This design comes from an exercise in tuning for a short achievable clock period and few clock cycles per item on the open sky130 flow, not from production work.
The RTL was checked by simulation tests, not by an equivalence proof against the original design.
Power is estimated from default activity; no workload was simulated.

==> inputs of 05-07 <==
## query_latency_size_stats_top
module query_latency_size_stats_top #(
  parameter int STAT_WIDTH = 32
) (
  input  logic        clk,
  input  logic        rst_n,
  input  logic        in_valid,
  output logic        in_ready,
  input  logic [2:0]  in_action,
  input  logic [31:0] in_byte_count,
  output logic        out_valid,
  input  logic        out_ready,
  output logic        out_enabled,
  output logic [31:0] out_query_total,
  output logic [31:0] out_error_total,
  output logic [31:0] out_bytes_least,
  output logic [31:0] out_bytes_mean,
  output logic [31:0] out_bytes_most,
  output logic [31:0] out_millis_least,
  output logic [31:0] out_millis_mean,
  output logic [31:0] out_millis_most
);
  localparam int EQW = $clog2(qls_pkg::EQ_DEPTH);
  localparam int FQW = $clog2(qls_pkg::FQ_DEPTH);
  localparam int RQW = $clog2(qls_pkg::RQ_DEPTH);
  logic         in_ready_r;
  logic         tag_push, tag_valid, tag_pop;
  logic [3:0]   tag_in, tag_out;
  logic         fold_push, req_valid, req_pop;
  logic [64:0]  req_in, req_out;
  logic         res_push, res_valid, res_pop;
  logic [191:0] res_in, res_out;
  logic [EQW:0] eq_cnt;
  logic [FQW:0] fq_cnt;
  logic [RQW:0] rq_cnt;
  logic [191:0] stats;
  logic [1:0]   m_busy;
  logic         res_space;
  always_ff @(posedge clk) begin
    if (!rst_n) res_space <= 1'b1;
    else        res_space <= ({1'b0, rq_cnt} + (RQW+2)'(m_busy)) < (RQW+2)'(qls_pkg::RQ_DEPTH - 1);
  end
  always_ff @(posedge clk) begin
    if (!rst_n) in_ready_r <= 1'b1;
    else        in_ready_r <= (eq_cnt <= (EQW+1)'(qls_pkg::EQ_DEPTH - 4)) &&
                              (fq_cnt <= (FQW+1)'(qls_pkg::FQ_DEPTH - 4));
  end
  assign in_ready = in_ready_r;
  ...
Settings: LEC_CHECK=0, ABC_CLOCK_PERIOD_IN_PS=3000, CAP_MARGIN=20, CORE_MARGIN=2, CORE_UTILIZATION=55, SLEW_MARGIN=20; clock period 10.0 ns.
standard.sh (not shown) runs the stock make flow with config.mk's settings and CLKGATE_MAP_FILE= SYNTH_SCRIPT=/design/flow/synth_recipe.tcl, a recipe that flattens the netlist after the stock synthesis.
==> flow/flow/run.sh <==
#!/bin/bash
set -uo pipefail
bash standard.sh SETUP_SLACK_MARGIN=6.5 finish > make_finish.log 2>&1
status=$?
tail -20 make_finish.log
exit $status
==> 10-13: changes against 05-07 <==
--- a/flow/design.v
+++ b/flow/design.v
@@ -62,35 +62,36 @@
   input  logic         clk,
   input  logic         rst_n,
   input  logic         req_valid,
   input  logic [64:0]  req,
   output logic         req_pop,
   input  logic         res_space,
   output logic         res_push,
   output logic [191:0] res,
-  output logic [1:0]   busy
+  output logic [2:0]   busy
 );
-  typedef enum logic [2:0] {
+  typedef enum logic [1:0] {
     M_IDLE,
     M_ADD1,
     M_ADD2,
-    M_ITER,
-    M_FIN
+    M_ITER
   } mst_t;
   mst_t         st_r;
   logic [6:0]   cnt_r;
   logic [1:0]   ph_r;      
   logic [31:0]  n_r;       
   logic [32:0]  den_r;     
   logic         n0_r;      
   logic         small_r;   
   logic         nar_r;     
   logic [32:0]  dw_r;      
   logic         clr_r;     
+  logic         fin_r;     
+  logic         early_r;   
   logic [15:1][NW+3:0] mul_r;
   logic [33:0]  ma_r [2];    
   logic [33:0]  mb_r [2];
   logic [31:0]  lo_r [2];
   logic [31:0]  hi_r [2];
   logic [31:0]  v_r  [2];    
   logic [33:0]  ps_r [2], pc_r [2];    
   logic [17:0]  plo_r[2], phi0_r[2], phi1_r[2];
@@ -106,47 +107,52 @@
   logic [32:0]  dm2_r;       
   logic         clr;
   logic         first;
   logic [33:0]  h1;
   logic [31:0]  v    [2];
   logic [3:0]   digit[2];
   logic [NW-1:0] rem [2];
   logic         fin;
+  logic         last;      
   assign clr   = req[64];
   assign v[0]  = req[63:32];
   assign v[1]  = req[31:0];
   assign first = clr || n0_r;
   assign h1    = {2'b00, den_r[32:1]};
-  assign fin   = (st_r == M_FIN);
-  assign req_pop = ((st_r == M_IDLE) || fin) && req_valid && res_space;
+  assign fin   = fin_r;
+  assign last  = (st_r == M_ITER) && nar_r && (cnt_r == 7'd1);
+  assign req_pop = ((st_r == M_IDLE) || (last && !first)) && req_valid && res_space;
   logic         ra_v_r, rb_v_r;
   logic [33:0]  ra_r [2], rb_r [2];
   logic [15:0]  rl_r [2];
   logic         rl_c_r [2];
   logic [15:0]  rah_r [2], rbh_r [2];
   logic [31:0]  rlo_r [2], rhi_r [2];
   for (genvar j = 0; j < 2; j++) begin : g_trio
-    logic [33:0] qs;
+    logic [33:0] qs, qsx;
     logic [33:0] s1, c1, s2, c2, s3, c3;
+    logic [33:0] e1, f1;
     logic [33:0] fs, fc;
     logic [17:0] plo;
     logic [17:0] phi0, phi1;
     logic [16:0] phi;
     logic [32:0] p0;
     logic [17:0] wlo;
     logic [17:0] whi;
-    assign qs = {s_r[j], s_r[j], q_r[j]};
+    assign qs  = {s_r[j], s_r[j], q_r[j]};
+    assign qsx = last ? {s_r[j], s_r[j], q_r[j][27:0], 4'd0} : qs;
     qls_csa u_p1 (.x({2'b00, v[j]}), .y(h1), .z(~ma_r[j]), .cin(1'b1), .s(s1), .c(c1));
     qls_csa u_p2 (.x(s1), .y(c1), .z(~mb_r[j]), .cin(1'b1), .s(s2), .c(c2));
-    qls_csa u_p3 (.x(s2), .y(c2), .z(~qs), .cin(1'b1), .s(s3), .c(c3));
+    qls_csa u_p3 (.x(s2), .y(c2), .z(~qsx), .cin(1'b1), .s(s3), .c(c3));
+    qls_csa u_d (.x(ps_r[j]), .y(pc_r[j]), .z(~{30'd0, early_r ? q_r[j][3:0] : 4'd0}), .cin(1'b1), .s(e1), .c(f1));
     qls_csa u_f (.x(ma_r[j]), .y(mb_r[j]), .z(qs), .cin(1'b0), .s(fs), .c(fc));
-    assign plo  = {1'b0, ps_r[j][16:0]} + {1'b0, pc_r[j][16:0]};
-    assign phi0 = {1'b0, ps_r[j][33:17]} + {1'b0, pc_r[j][33:17]};
-    assign phi1 = {1'b0, ps_r[j][33:17]} + {1'b0, pc_r[j][33:17]} + 18'd1;
+    assign plo  = {1'b0, e1[16:0]} + {1'b0, f1[16:0]};
+    assign phi0 = {1'b0, e1[33:17]} + {1'b0, f1[33:17]};
+    assign phi1 = {1'b0, e1[33:17]} + {1'b0, f1[33:17]} + 18'd1;
     assign phi  = plo_r[j][17] ? phi1_r[j][16:0] : phi0_r[j][16:0];
     assign p0 = phi[16] ? (phi[15] ? dm1_r : dm2_r) : {32'd0, phi[15]};
     qls_div_step #(.NW(NW)) u_step (
       .pp    ({rn_r[j], l_r[j][35:32]}),
       .mul   (mul_r),
       .digit (digit[j]),
       .rem   (rem[j])
     );
@@ -180,52 +186,55 @@
         end
         if (st_r == M_ADD1) begin
           lo_r[j] <= (clr_r || (lo_r[j] == 32'd0) || (v_r[j] < lo_r[j])) ? v_r[j] : lo_r[j];
           hi_r[j] <= (clr_r || (v_r[j] > hi_r[j])) ? v_r[j] : hi_r[j];
         end
       end
     end
     always_ff @(posedge clk) begin
-      if (req_pop || fin) begin
+      if (!rst_n) begin
+        s_r[j]   <= 1'b0;
+        q_r[j]   <= '0;
+      end else if (st_r == M_ITER && nar_r) begin
+        rn_r[j] <= rem[j];
+        l_r[j]  <= {l_r[j][31:0], 4'd0};
+        q_r[j]  <= {q_r[j][27:0], digit[j]};
+      end else if (fin) begin
         s_r[j]   <= 1'b0;
         q_r[j]   <= '0;
       end else if (st_r == M_ADD2) begin
         s_r[j]   <= phi[16];
         rn_r[j]  <= p0[NW-1:0];
         rw_r[j]  <= p0;
         l_r[j]   <= {phi[14:0], plo_r[j][16:0], 4'd0};
       end else if (st_r == M_ITER) begin
-        if (nar_r) begin
-          rn_r[j] <= rem[j];
-          l_r[j]  <= {l_r[j][31:0], 4'd0};
-          q_r[j]  <= {q_r[j][27:0], digit[j]};
-        end else if (ph_r == 2'd0) begin
+        if (ph_r == 2'd0) begin
           wt_r[j] <= {rw_r[j], l_r[j][35]};
           wl_r[j] <= wlo;
         end else if (ph_r == 2'd1) begin
           wh_r[j] <= whi;
         end else begin
           rw_r[j] <= wh_r[j][17] ? wt_r[j][32:0] : {wh_r[j][15:0], wl_r[j][16:0]};
           l_r[j]  <= {l_r[j][34:0], 1'b0};
           q_r[j]  <= {q_r[j][30:0], !wh_r[j][17]};
         end
       end
     end
     always_ff @(posedge clk) begin
       if (fin) begin
-        ra_r[j] <= fs;
-        rb_r[j] <= fc;
+        ra_r[j]  <= fs;
+        rb_r[j]  <= fc;
+        rlo_r[j] <= lo_r[j];
+        rhi_r[j] <= hi_r[j];
       end
       if (ra_v_r) begin
         {rl_c_r[j], rl_r[j]} <= {1'b0, ra_r[j][15:0]} + {1'b0, rb_r[j][15:0]};
         rah_r[j] <= ra_r[j][31:16];
         rbh_r[j] <= rb_r[j][31:16];
-        rlo_r[j] <= lo_r[j];
-        rhi_r[j] <= hi_r[j];
       end
     end
   end
   always_ff @(posedge clk) begin
     if (!rst_n) begin
       st_r    <= M_IDLE;
       n_r     <= '0;
       n0_r    <= 1'b1;
@@ -233,41 +242,44 @@
       cnt_r   <= '0;
       ph_r    <= 2'd0;
       nar_r   <= 1'b1;
       small_r <= 1'b1;
       dw_r    <= 33'd1;
       dm1_r   <= '0;
       dm2_r   <= '0;
       clr_r   <= 1'b0;
+      fin_r   <= 1'b0;
+      early_r <= 1'b0;
     end else begin
+      fin_r <= ((st_r == M_ITER) && (cnt_r == 7'd1)) || ((st_r == M_ADD1) && (cnt_r == 7'd0));
       small_r <= (den_r[32:NW] == '0);
       if (req_pop) begin
         st_r  <= M_ADD1;
         n_r   <= clr ? 32'd1 : n_r + 32'd1;
         n0_r  <= !clr && (n_r == 32'hFFFF_FFFF);
         den_r <= clr ? 33'd2 : (den_r[32] ? 33'd1 : den_r + 33'd1);
         cnt_r <= first ? 7'd0 : (small_r ? 7'd8 : 7'd96);
         ph_r  <= 2'd0;
         nar_r <= small_r;
         dw_r  <= den_r;
         dm1_r <= {1'b0, n_r};
         dm2_r <= {1'b0, n_r} - 33'd1;
         clr_r <= clr;
+        early_r <= last;
       end else begin
         unique case (st_r)
           M_IDLE: ;
-          M_ADD1: st_r <= (cnt_r == 7'd0) ? M_FIN : M_ADD2;
+          M_ADD1: st_r <= (cnt_r == 7'd0) ? M_IDLE : M_ADD2;
           M_ADD2: st_r <= M_ITER;
           M_ITER: begin
             cnt_r <= cnt_r - 7'd1;
             if (!nar_r) ph_r <= (ph_r == 2'd2) ? 2'd0 : ph_r + 2'd1;
-            if (cnt_r == 7'd1) st_r <= M_FIN;
+            if (cnt_r == 7'd1) st_r <= M_IDLE;
           end
-          M_FIN:   st_r <= M_IDLE;
           default: st_r <= M_IDLE;
         endcase
       end
     end
   end
   always_ff @(posedge clk) begin
     for (int k = 1; k < 16; k++) begin
       mul_r[k] <= (NW+4)'(dw_r[NW-1:0] * (NW+4)'(k));
@@ -280,17 +292,17 @@
     end else begin
       ra_v_r  <= fin;
       rb_v_r  <= ra_v_r;
     end
   end
   assign res_push = rb_v_r;
   assign res = {rlo_r[1], rah_r[1] + rbh_r[1] + 16'(rl_c_r[1]), rl_r[1], rhi_r[1],
                 rlo_r[0], rah_r[0] + rbh_r[0] + 16'(rl_c_r[0]), rl_r[0], rhi_r[0]};
-  assign busy = 2'(st_r != M_IDLE) + 2'(ra_v_r) + 2'(rb_v_r);
+  assign busy = 3'(st_r != M_IDLE) + 3'(fin_r) + 3'(ra_v_r) + 3'(rb_v_r);
 endmodule
 module qls_front (
   input  logic        clk,
   input  logic        rst_n,
   input  logic        in_valid,
   input  logic        in_ready,
   input  logic [2:0]  in_action,
   input  logic [31:0] in_byte_count,
@@ -559,17 +571,17 @@
   logic         fold_push, req_valid, req_pop;
   logic [64:0]  req_in, req_out;
   logic         res_push, res_valid, res_pop;
   logic [191:0] res_in, res_out;
   logic [EQW:0] eq_cnt;
   logic [FQW:0] fq_cnt;
   logic [RQW:0] rq_cnt;
   logic [191:0] stats;
-  logic [1:0]   m_busy;
+  logic [2:0]   m_busy;
   logic         res_space;
   always_ff @(posedge clk) begin
     if (!rst_n) res_space <= 1'b1;
     else        res_space <= ({1'b0, rq_cnt} + (RQW+2)'(m_busy)) < (RQW+2)'(qls_pkg::RQ_DEPTH - 1);
   end
   always_ff @(posedge clk) begin
     if (!rst_n) in_ready_r <= 1'b1;
     else        in_ready_r <= (eq_cnt <= (EQW+1)'(qls_pkg::EQ_DEPTH - 4)) &&
- CORE_UTILIZATION: 55 -> 45
==> 01-24: changes against 05-07 <==
--- a/flow/design.v
+++ b/flow/design.v
@@ -66,152 +66,154 @@
   output logic         req_pop,
   input  logic         res_space,
   output logic         res_push,
   output logic [191:0] res,
   output logic [1:0]   busy
 );
   typedef enum logic [2:0] {
     M_IDLE,
-    M_ADD1,
-    M_ADD2,
+    M_ADD,
     M_ITER,
     M_FIN
   } mst_t;
   mst_t         st_r;
   logic [6:0]   cnt_r;
-  logic [1:0]   ph_r;      
+  logic         ph_r;      
   logic [31:0]  n_r;       
   logic [32:0]  den_r;     
   logic         n0_r;      
   logic         small_r;   
   logic         nar_r;     
   logic [32:0]  dw_r;      
   logic         clr_r;     
   logic [15:1][NW+3:0] mul_r;
   logic [33:0]  ma_r [2];    
   logic [33:0]  mb_r [2];
   logic [31:0]  lo_r [2];
   logic [31:0]  hi_r [2];
   logic [31:0]  v_r  [2];    
   logic [33:0]  ps_r [2], pc_r [2];    
-  logic [17:0]  plo_r[2], phi0_r[2], phi1_r[2];
+  logic [33:0]  ns_r [2], nc_r [2];    
   logic [35:0]  l_r  [2];
   logic [NW-1:0] rn_r[2];    
   logic [32:0]  rw_r [2];    
   logic [33:0]  wt_r [2];    
   logic [17:0]  wl_r [2];    
-  logic [17:0]  wh_r [2];    
   logic [31:0]  q_r  [2];
-  logic         s_r  [2];    
-  logic [32:0]  dm1_r;       
-  logic [32:0]  dm2_r;       
+  logic         neg_r[2];
   logic         clr;
   logic         first;
-  logic [33:0]  h1;
+  logic [33:0]  h0, h1;
   logic [31:0]  v    [2];
   logic [3:0]   digit[2];
   logic [NW-1:0] rem [2];
   logic         fin;
   assign clr   = req[64];
   assign v[0]  = req[63:32];
   assign v[1]  = req[31:0];
   assign first = clr || n0_r;
   assign h1    = {2'b00, den_r[32:1]};
+  assign h0    = {3'b000, n_r[31:1]};
   assign fin   = (st_r == M_FIN);
   assign req_pop = ((st_r == M_IDLE) || fin) && req_valid && res_space;
   logic         ra_v_r, rb_v_r;
   logic [33:0]  ra_r [2], rb_r [2];
   logic [15:0]  rl_r [2];
   logic         rl_c_r [2];
   logic [15:0]  rah_r [2], rbh_r [2];
   logic [31:0]  rlo_r [2], rhi_r [2];
   for (genvar j = 0; j < 2; j++) begin : g_trio
-    logic [33:0] qs;
+    logic [33:0] qe, qx, qy, fq;
     logic [33:0] s1, c1, s2, c2, s3, c3;
+    logic [33:0] t1, d1, t2, d2, t3, d3;
     logic [33:0] fs, fc;
-    logic [17:0] plo;
-    logic [17:0] phi0, phi1;
-    logic [16:0] phi;
-    logic [32:0] p0;
+    logic [17:0] plo, nlo;
+    logic [17:0] phi0, phi1, nhi0, nhi1;
+    logic [16:0] phi, nhi;
+    logic [32:0] a;
     logic [17:0] wlo;
     logic [17:0] whi;
-    assign qs = {s_r[j], s_r[j], q_r[j]};
+    assign qe = {2'b00, q_r[j]};
+    assign qx = neg_r[j] ? qe : ~qe;
+    assign qy = neg_r[j] ? ~qe : qe;
     qls_csa u_p1 (.x({2'b00, v[j]}), .y(h1), .z(~ma_r[j]), .cin(1'b1), .s(s1), .c(c1));
     qls_csa u_p2 (.x(s1), .y(c1), .z(~mb_r[j]), .cin(1'b1), .s(s2), .c(c2));
-    qls_csa u_p3 (.x(s2), .y(c2), .z(~qs), .cin(1'b1), .s(s3), .c(c3));
-    qls_csa u_f (.x(ma_r[j]), .y(mb_r[j]), .z(qs), .cin(1'b0), .s(fs), .c(fc));
+    qls_csa u_p3 (.x(s2), .y(c2), .z(qx), .cin(!neg_r[j]), .s(s3), .c(c3));
+    qls_csa u_n1 (.x(~{2'b00, v[j]}), .y(h0), .z(ma_r[j]), .cin(1'b1), .s(t1), .c(d1));
+    qls_csa u_n2 (.x(t1), .y(d1), .z(mb_r[j]), .cin(neg_r[j]), .s(t2), .c(d2));
+    qls_csa u_n3 (.x(t2), .y(d2), .z(qy), .cin(1'b0), .s(t3), .c(d3));
+    qls_csa u_f (.x(ma_r[j]), .y(mb_r[j]), .z(neg_r[j] ? ~qe : qe), .cin(neg_r[j]), .s(fs), .c(fc));
     assign plo  = {1'b0, ps_r[j][16:0]} + {1'b0, pc_r[j][16:0]};
+    assign nlo  = {1'b0, ns_r[j][16:0]} + {1'b0, nc_r[j][16:0]};
     assign phi0 = {1'b0, ps_r[j][33:17]} + {1'b0, pc_r[j][33:17]};
     assign phi1 = {1'b0, ps_r[j][33:17]} + {1'b0, pc_r[j][33:17]} + 18'd1;
-    assign phi  = plo_r[j][17] ? phi1_r[j][16:0] : phi0_r[j][16:0];
-    assign p0 = phi[16] ? (phi[15] ? dm1_r : dm2_r) : {32'd0, phi[15]};
+    assign nhi0 = {1'b0, ns_r[j][33:17]} + {1'b0, nc_r[j][33:17]};
+    assign nhi1 = {1'b0, ns_r[j][33:17]} + {1'b0, nc_r[j][33:17]} + 18'd1;
+    assign phi  = plo[17] ? phi1[16:0] : phi0[16:0];
+    assign nhi  = nlo[17] ? nhi1[16:0] : nhi0[16:0];
+    assign a = phi[16] ? {nhi[15:0], nlo[16:0]} : {phi[15:0], plo[16:0]};
     qls_div_step #(.NW(NW)) u_step (
       .pp    ({rn_r[j], l_r[j][35:32]}),
       .mul   (mul_r),
       .digit (digit[j]),
       .rem   (rem[j])
     );
     assign wlo = {1'b0, rw_r[j][15:0], l_r[j][35]} - {1'b0, dw_r[16:0]};
     assign whi = {1'b0, wt_r[j][33:17]} - {2'b00, dw_r[32:17]} - {17'd0, wl_r[j][17]};
     always_ff @(posedge clk) begin
       if (req_pop) begin
         ps_r[j] <= s3;
         pc_r[j] <= c3;
+        ns_r[j] <= t3;
+        nc_r[j] <= d3;
         v_r[j]  <= v[j];
       end
-      if (st_r == M_ADD1) begin
-        plo_r[j]  <= plo;
-        phi0_r[j] <= phi0;
-        phi1_r[j] <= phi1;
-      end
     end
     always_ff @(posedge clk) begin
       if (!rst_n) begin
         ma_r[j] <= '0;
         mb_r[j] <= '0;
         lo_r[j] <= '0;
         hi_r[j] <= '0;
       end else begin
         if (req_pop && first) begin
           ma_r[j] <= {2'b00, v[j]};
           mb_r[j] <= '0;
         end else if (fin) begin
           ma_r[j] <= fs;
           mb_r[j] <= fc;
         end
-        if (st_r == M_ADD1) begin
+        if (st_r == M_ADD) begin
           lo_r[j] <= (clr_r || (lo_r[j] == 32'd0) || (v_r[j] < lo_r[j])) ? v_r[j] : lo_r[j];
           hi_r[j] <= (clr_r || (v_r[j] > hi_r[j])) ? v_r[j] : hi_r[j];
         end
       end
     end
     always_ff @(posedge clk) begin
       if (req_pop || fin) begin
-        s_r[j]   <= 1'b0;
+        neg_r[j] <= 1'b0;
         q_r[j]   <= '0;
-      end else if (st_r == M_ADD2) begin
-        s_r[j]   <= phi[16];
-        rn_r[j]  <= p0[NW-1:0];
-        rw_r[j]  <= p0;
-        l_r[j]   <= {phi[14:0], plo_r[j][16:0], 4'd0};
+      end else if (st_r == M_ADD && cnt_r != 7'd0) begin
+        neg_r[j] <= phi[16];
+        rn_r[j]  <= {{(NW-1){1'b0}}, a[32]};
+        rw_r[j]  <= {32'd0, a[32]};
+        l_r[j]   <= {a[31:0], 4'd0};
       end else if (st_r == M_ITER) begin
         if (nar_r) begin
           rn_r[j] <= rem[j];
           l_r[j]  <= {l_r[j][31:0], 4'd0};
           q_r[j]  <= {q_r[j][27:0], digit[j]};
-        end else if (ph_r == 2'd0) begin
+        end else if (!ph_r) begin
           wt_r[j] <= {rw_r[j], l_r[j][35]};
           wl_r[j] <= wlo;
-        end else if (ph_r == 2'd1) begin
-          wh_r[j] <= whi;
         end else begin
-          rw_r[j] <= wh_r[j][17] ? wt_r[j][32:0] : {wh_r[j][15:0], wl_r[j][16:0]};
+          rw_r[j] <= whi[17] ? wt_r[j][32:0] : {whi[15:0], wl_r[j][16:0]};
           l_r[j]  <= {l_r[j][34:0], 1'b0};
-          q_r[j]  <= {q_r[j][30:0], !wh_r[j][17]};
+          q_r[j]  <= {q_r[j][30:0], !whi[17]};
         end
       end
     end
     always_ff @(posedge clk) begin
       if (fin) begin
         ra_r[j] <= fs;
         rb_r[j] <= fc;
       end
@@ -226,45 +228,40 @@
   end
   always_ff @(posedge clk) begin
     if (!rst_n) begin
       st_r    <= M_IDLE;
       n_r     <= '0;
       n0_r    <= 1'b1;
       den_r   <= 33'd1;
       cnt_r   <= '0;
-      ph_r    <= 2'd0;
+      ph_r    <= 1'b0;
       nar_r   <= 1'b1;
       small_r <= 1'b1;
       dw_r    <= 33'd1;
-      dm1_r   <= '0;
-      dm2_r   <= '0;
       clr_r   <= 1'b0;
     end else begin
       small_r <= (den_r[32:NW] == '0);
       if (req_pop) begin
-        st_r  <= M_ADD1;
+        st_r  <= M_ADD;
         n_r   <= clr ? 32'd1 : n_r + 32'd1;
         n0_r  <= !clr && (n_r == 32'hFFFF_FFFF);
         den_r <= clr ? 33'd2 : (den_r[32] ? 33'd1 : den_r + 33'd1);
-        cnt_r <= first ? 7'd0 : (small_r ? 7'd8 : 7'd96);
-        ph_r  <= 2'd0;
+        cnt_r <= first ? 7'd0 : (small_r ? 7'd8 : 7'd64);
+        ph_r  <= 1'b0;
         nar_r <= small_r;
         dw_r  <= den_r;
-        dm1_r <= {1'b0, n_r};
-        dm2_r <= {1'b0, n_r} - 33'd1;
         clr_r <= clr;
       end else begin
         unique case (st_r)
           M_IDLE: ;
-          M_ADD1: st_r <= (cnt_r == 7'd0) ? M_FIN : M_ADD2;
-          M_ADD2: st_r <= M_ITER;
+          M_ADD:  st_r <= (cnt_r == 7'd0) ? M_FIN : M_ITER;
           M_ITER: begin
             cnt_r <= cnt_r - 7'd1;
-            if (!nar_r) ph_r <= (ph_r == 2'd2) ? 2'd0 : ph_r + 2'd1;
+            if (!nar_r) ph_r <= !ph_r;
             if (cnt_r == 7'd1) st_r <= M_FIN;
           end
           M_FIN:   st_r <= M_IDLE;
           default: st_r <= M_IDLE;
         endcase
       end
     end
   end
@@ -477,18 +474,16 @@
   output logic [31:0]  out_query_total,
   output logic [31:0]  out_error_total,
   output logic [191:0] out_stats
 );
   logic         ov_r;
   logic         en_r;
   logic [31:0]  qt_r;
   logic [31:0]  et_r;
-  logic [31:0]  qt1_r;    
-  logic [31:0]  et1_r;    
   logic [191:0] st_r;
   logic         can;
   assign can     = tag_valid && (!tag[qls_pkg::TAG_FOLD] || res_valid);
   assign tag_pop = can && (!ov_r || out_ready);
   assign res_pop = tag_pop && tag[qls_pkg::TAG_FOLD];
   always_ff @(posedge clk) begin
     if (!rst_n) begin
       ov_r <= 1'b0;
@@ -499,35 +494,26 @@
     end else if (tag_pop) begin
       ov_r <= 1'b1;
       en_r <= tag[qls_pkg::TAG_EN];
       if (tag[qls_pkg::TAG_CLR]) begin
         qt_r <= '0;
         et_r <= '0;
         st_r <= '0;
       end else begin
-        if (tag[qls_pkg::TAG_FAIL]) et_r <= et1_r;
+        if (tag[qls_pkg::TAG_FAIL]) et_r <= et_r + 32'd1;
         if (tag[qls_pkg::TAG_FOLD]) begin
-          qt_r <= qt1_r;
+          qt_r <= qt_r + 32'd1;
           st_r <= res;
         end
       end
     end else if (out_ready) begin
       ov_r <= 1'b0;
     end
   end
-  always_ff @(posedge clk) begin
-    if (!rst_n || (tag_pop && tag[qls_pkg::TAG_CLR])) begin
-      qt1_r <= 32'd1;
-      et1_r <= 32'd1;
-    end else begin
-      qt1_r <= qt_r + 32'd1;
-      et1_r <= et_r + 32'd1;
-    end
-  end
   assign out_valid       = ov_r;
   assign out_enabled     = en_r;
   assign out_query_total = qt_r;
   assign out_error_total = et_r;
   assign out_stats       = st_r;
 endmodule
 module query_latency_size_stats_top #(
   parameter int STAT_WIDTH = 32
@@ -561,20 +547,17 @@
   logic         res_push, res_valid, res_pop;
   logic [191:0] res_in, res_out;
   logic [EQW:0] eq_cnt;
   logic [FQW:0] fq_cnt;
   logic [RQW:0] rq_cnt;
   logic [191:0] stats;
   logic [1:0]   m_busy;
   logic         res_space;
-  always_ff @(posedge clk) begin
-    if (!rst_n) res_space <= 1'b1;
-    else        res_space <= ({1'b0, rq_cnt} + (RQW+2)'(m_busy)) < (RQW+2)'(qls_pkg::RQ_DEPTH - 1);
-  end
+  assign res_space = ({1'b0, rq_cnt} + (RQW+2)'(m_busy)) < (RQW+2)'(qls_pkg::RQ_DEPTH);
   always_ff @(posedge clk) begin
     if (!rst_n) in_ready_r <= 1'b1;
     else        in_ready_r <= (eq_cnt <= (EQW+1)'(qls_pkg::EQ_DEPTH - 4)) &&
                               (fq_cnt <= (FQW+1)'(qls_pkg::FQ_DEPTH - 4));
   end
   assign in_ready = in_ready_r;
   qls_front u_front (
     .clk           (clk),
- CORE_UTILIZATION: 55 -> 45
==> comparison <==
Count of clock-buffer cells in the layout: 01-24 < 05-07 < 10-13. In clock power, 05-07 and 10-13 hardly differ. Final cell count: 10-13 is larger than 05-07 (7.3%). Between 10-13 and 05-07, the lower critical path depth is in 10-13 (gap 1). Of 10-13 and 05-07, 05-07 has the higher worst hold slack (gap 0.047 ns). Maximum frequency: 05-07 is larger than 01-24 (about 5%). In 10-13 the combinational power is larger than in 05-07, by 29%. Utilization, highest first: 05-07, 01-24, 10-13. Against 01-24, the global-route usage of 05-07 is higher by 5.9 points. 01-24 completed without violations. 05-07 finished clean. 10-13 completed with no timing, DRC or antenna violations. In 05-07 the sequential power is lower than in 10-13, by about 3%. In 10-13 the routed wire length is lower than in 05-07, by about 3%.
Testbench counts of 05-07, summed over its fixed seeds: cycles 31,622, items 30,830.
Testbench counts of 10-13, summed over its fixed seeds: cycles 31,323, items 30,830.
Testbench counts of 01-24, summed over its fixed seeds: cycles 31,315, items 30,830.

==> re-timing with driven ports <==
How much do the figures lean on ideal ports? The routed layouts below were timed once more, with nothing changed but the port constraints.
Step 1, drivers: a clkbuf_16 drives clk and a buf_2 each remaining input, both assumed.
Step 2 also shifts input and output timing later by t, the mid clock arrival at the registers, as if the neighbouring blocks saw the same clock.
a / b / c = ideal / step 1 / step 2; a / b = the first two.
| run | t (ns) | setup slack, ns | worst register clock-pin slew, ns |
|---|---|---|---|
| 05-07 | 1.062 | 6.370 / 6.350 / 5.551 | 0.07 / 0.07 |
| 10-13 | 1.101 | 6.285 / 6.285 / 5.360 | 0.07 / 0.07 |
| 01-24 | 1.100 | 6.191 / 6.191 / 5.563 | 0.07 / 0.07 |
After both steps every run listed still meets setup and hold. For 10-13, which loses most, drivers alone change the setup slack by 0.000 ns; drivers and shift together by -0.925 ns.
